From an optimization exercise on the open Yosys and OpenROAD flow, aimed at small area; shortcuts taken in it are not production practice. Function was checked by simulation only, so behaviour that the tests miss may differ from the original. No activity file was given, so power comes from the tool's default toggle rates.

// rvCore
module rvCore (
	input logic clk,
	input logic reset_,
	input logic inValid,
	output logic inReady,
	input logic [31:0] inPc,
	input logic [31:0] inInst,
	output logic outValid,
	input logic outReady,
	output logic [172:0] outResult
);
Size: roughly 240 I/O pins.
clock: 10.0 ns
lec_check: 0
cap_margin: 0
core_margin: 2
core_utilization: 45
place_density: 0.72
setup_slack_margin: 0.2
slew_margin: 0
standard.sh (not shown) runs the stock make flow with config.mk's settings and CLKGATE_MAP_FILE= SYNTH_SCRIPT=/design/flow/synth_recipe.tcl, a recipe that flattens the netlist after the stock synthesis.
==> flow/flow/run.sh <==
#!/bin/bash
# Standard layout with three changes: synthesis's ABC mapping runs for area instead of
# speed, ports get the smallest buffer, and clock tree synthesis uses larger sink clusters
# without dummy loads. Synthesis is synth_recipe.tcl unchanged apart from the ABC script, so
# the registers (names, count, cell types) are those of the standard synthesis.
set -uo pipefail
W=$(pwd)
F=$W/flow
cat > "$W/area_synth.tcl" <<TCL
proc abc {args} {
  set i [lsearch -exact \$args -script]
  if {\$i >= 0} { lset args [expr {\$i + 1}] $F/area.abc }
  yosys abc {*}\$args
}
source $W/synth_recipe.tcl
TCL
bash "$W/standard.sh" "SYNTH_SCRIPT=$W/area_synth.tcl" \
  "BUFFER_PORTS_ARGS=-buffer_cell sky130_fd_sc_hd__buf_1" \
  "CTS_ARGS=-sink_clustering_enable -repair_clock_nets -dont_use_dummy_load -sink_clustering_size 30 -sink_clustering_max_diameter 80 -buf_list {sky130_fd_sc_hd__clkbuf_8 sky130_fd_sc_hd__clkbuf_16}" \
  finish > "$W/flow_make.log" 2>&1
==> flow/flow/area.abc <==
strash
&get -n
&st
&dch
&nf -R 1000
&put
topo
Edit:
--- a/flow/flow/run.sh
+++ b/flow/flow/run.sh
@@ -19 +19 @@
-  "CTS_ARGS=-sink_clustering_enable -repair_clock_nets -dont_use_dummy_load -sink_clustering_size 30 -sink_clustering_max_diameter 80 -buf_list {sky130_fd_sc_hd__clkbuf_8 sky130_fd_sc_hd__clkbuf_16}" \
+  "CTS_ARGS=-sink_clustering_enable -repair_clock_nets -dont_use_dummy_load -sink_clustering_size 24 -sink_clustering_max_diameter 70 -buf_list {sky130_fd_sc_hd__clkbuf_8 sky130_fd_sc_hd__clkbuf_16}" \
- PLACE_DENSITY: 0.72 -> unset
Core utilization goes up by 0.71 points.
Fmax goes down by 2.7%.
Die area is unchanged.
Edit:
--- a/flow/flow/run.sh
+++ b/flow/flow/run.sh
@@ -19 +19 @@
-  "CTS_ARGS=-sink_clustering_enable -repair_clock_nets -dont_use_dummy_load -sink_clustering_size 24 -sink_clustering_max_diameter 70 -buf_list {sky130_fd_sc_hd__clkbuf_8 sky130_fd_sc_hd__clkbuf_16}" \
+  "CTS_ARGS=-sink_clustering_enable -repair_clock_nets -dont_use_dummy_load -sink_clustering_size 30 -sink_clustering_max_diameter 80 -buf_list {sky130_fd_sc_hd__clkbuf_8 sky130_fd_sc_hd__clkbuf_16}" \
- CORE_UTILIZATION: 45 -> 50
- GPL_ROUTABILITY_DRIVEN: unset -> 0
- PLACE_DENSITY: unset -> 0.72
- SETUP_SLACK_MARGIN: 0.2 -> 0.15
Clock skew goes down by 40 ps. Setup slack gets better by 100 ps. Cell area drops by 2.1%. Critical path depth goes up by 4. Flip-flop and latch count does not change. Via count hardly moves.
Edit:
- CORE_UTILIZATION: 50 -> 45
- GPL_ROUTABILITY_DRIVEN: 0 -> unset
- PLACE_DENSITY: 0.72 -> unset
- SETUP_SLACK_MARGIN: 0.15 -> 0.2
Outcome: The changed run went through all stages and came out clean. Total power goes up by 0.70%. First-iteration DRC count goes down by about 11%. Wire length goes up by about 9%. Via count barely changes. Non-clock buffer count goes up by 62. Register-to-register slack is better by 50 ps. Combinational power goes up by about 3%. Worst hold slack is worse by 8.7 ps. Utilization goes down by 4.9 points. Global-route usage goes down by 0.69 points. Clock skew goes up by 18 ps.

========
## P
Starting RTL as in the previous note.
clock: 10.0 ns
lec_check: 0
cap_margin: 0
core_margin: 2
core_utilization: 45
gpl_routability_driven: 0
place_density: 0.72
setup_slack_margin: 0.15
slew_margin: 0
==> flow/flow/run.sh <==
#!/bin/bash
# Standard layout with three changes: synthesis's ABC mapping runs for area instead of
# speed, ports get the smallest buffer, and clock tree synthesis uses larger sink clusters
# without dummy loads. Synthesis is synth_recipe.tcl unchanged apart from the ABC script, so
# the registers (names, count, cell types) are those of the standard synthesis.
set -uo pipefail
W=$(pwd)
F=$W/flow
cat > "$W/area_synth.tcl" <<TCL
proc abc {args} {
  set i [lsearch -exact \$args -script]
  if {\$i >= 0} { lset args [expr {\$i + 1}] $F/area.abc }
  yosys abc {*}\$args
}
source $W/synth_recipe.tcl
TCL
bash "$W/standard.sh" "SYNTH_SCRIPT=$W/area_synth.tcl" \
  "BUFFER_PORTS_ARGS=-buffer_cell sky130_fd_sc_hd__buf_1" \
  "CTS_ARGS=-sink_clustering_enable -repair_clock_nets -dont_use_dummy_load -sink_clustering_size 30 -sink_clustering_max_diameter 80 -buf_list {sky130_fd_sc_hd__clkbuf_8 sky130_fd_sc_hd__clkbuf_16}" \
  finish > "$W/flow_make.log" 2>&1
Scripts as last shown in full above: flow/flow/area.abc
### P -> Q
Settings: removing GPL_ROUTABILITY_DRIVEN (formerly 0); changing CORE_UTILIZATION from 45 to 50.
### Flow results
- Against P as the reference, Q delivers a higher relative area change from synthesis to final layout.
- Taking P as the reference, in Q number of gates resized after cts has decreased, final critical-path required period fell by 42 ps.
- Non-clock buffer count (lower): P
- Between P and Q, the sequential share of layout area does not differ in any meaningful way.
- Internal cell power: Q vs P up 0.53%
[inputs] R vs Q
Settings: CORE_UTILIZATION changed from 50 to 45; GPL_ROUTABILITY_DRIVEN newly set to 0; SETUP_SLACK_MARGIN changed from 0.15 to 0.2.
==> summary.txt <==
The final reports for R and Q show power share of the combinational group lower in the former.
R vs Q: number of buffers other than clock buffers in the final layout up by a few percent
| HPWL reported at the end of detailed placement | R vs Q | better |
Number of nets at the end of the flow, R and Q, higher one = R.
For R, the critical-path cell with the highest stage delay was o21ai_2, unlike Q, where it was a222oi_1.
Effective utilization at floorplan: R and Q compared, lower one is R
Relative area of clock buffers and inverters in the final design: Q vs R — no meaningful difference
Of the two values seen for last element of the critical path, outResult[134] was produced by Q and outResult[129] by R.
Input changes introduced in S (baseline for comparison: R):
Settings: GPL_ROUTABILITY_DRIVEN: 0 -> unset; PLACE_DENSITY: 0.72 -> unset; CORE_UTILIZATION: 45 -> 50.
Findings:
S reached the final stage; the timing, DRC and antenna checks on its layout passed. Compared with R, in S global routing met3 resource utilization rose 1.2 points; total leakage power closely matched the old numbers; post-synthesis cell count held. Against R as the reference, S delivers a lower die area. Worst setup slack in S is 20 ps higher than in R. Wire length of the first global-routing pass went up by more than 10% going from R to S. Compared with R, in S met1 track utilization from global routing moved up, first-iteration DRC count went down, clock period minus final worst setup slack shows a reduction of 20 ps, number of buffers inserted for hold repair after clock tree synthesis comparable. S vs R — combinational fraction of design power rose 0.9 points.

[static timing again, ports no longer ideal]
How much do the figures lean on ideal ports? The routed layouts below were timed once more, with nothing changed but the port constraints.
Step 1 (the two cells are an assumption about what drives the block):
set clk [get_ports {clk}]
set_driving_cell -lib_cell sky130_fd_sc_hd__clkbuf_16 $clk
set_driving_cell -lib_cell sky130_fd_sc_hd__buf_2 [delete_from_list [all_inputs] $clk]
Step 2, shift: input delay + t, output delay - t, t = (earliest + latest rising clock arrival at the registers) / 2. This alone moves slack from input paths to output paths.
a / b / c = no drivers / after step 1 / after step 2; a / b = the first two.
| run | t (ns) | setup WS [ns] | hold slack, ns | worst setup path after step 2 | worst register clock-pin slew, ns |
|---|---|---|---|---|---|
| the first run of note 1 | 0.721 | 0.484 / 0.410 / 1.130 | 0.510 / 0.510 / 0.510 | register to output | 0.12 / 0.12 |
| the second run of note 1 | 0.718 | 0.219 / 0.146 / 0.863 | 0.508 / 0.508 / 0.508 | register to output | 0.10 / 0.10 |
| the third run of note 1 | 0.705 | 0.320 / 0.252 / 0.957 | 0.525 / 0.525 / 0.525 | register to output | 0.12 / 0.12 |
| the fourth run of note 1 | 0.733 | 0.341 / 0.263 / 0.996 | 0.516 / 0.516 / 0.516 | register to output | 0.12 / 0.12 |
| P | 0.740 | 0.306 / 0.227 / 0.967 | 0.521 / 0.521 / 0.521 | register to output | 0.11 / 0.11 |
| Q | 0.733 | 0.348 / 0.275 / 1.008 | 0.522 / 0.522 / 0.522 | register to output | 0.12 / 0.12 |
| R | 0.717 | 0.430 / 0.363 / 1.080 | 0.517 / 0.517 / 0.517 | register to output | 0.12 / 0.12 |
| S | 0.711 | 0.450 / 0.382 / 1.093 | 0.528 / 0.528 / 0.528 | register to output | 0.12 / 0.12 |
After both steps every run listed still meets setup and hold.
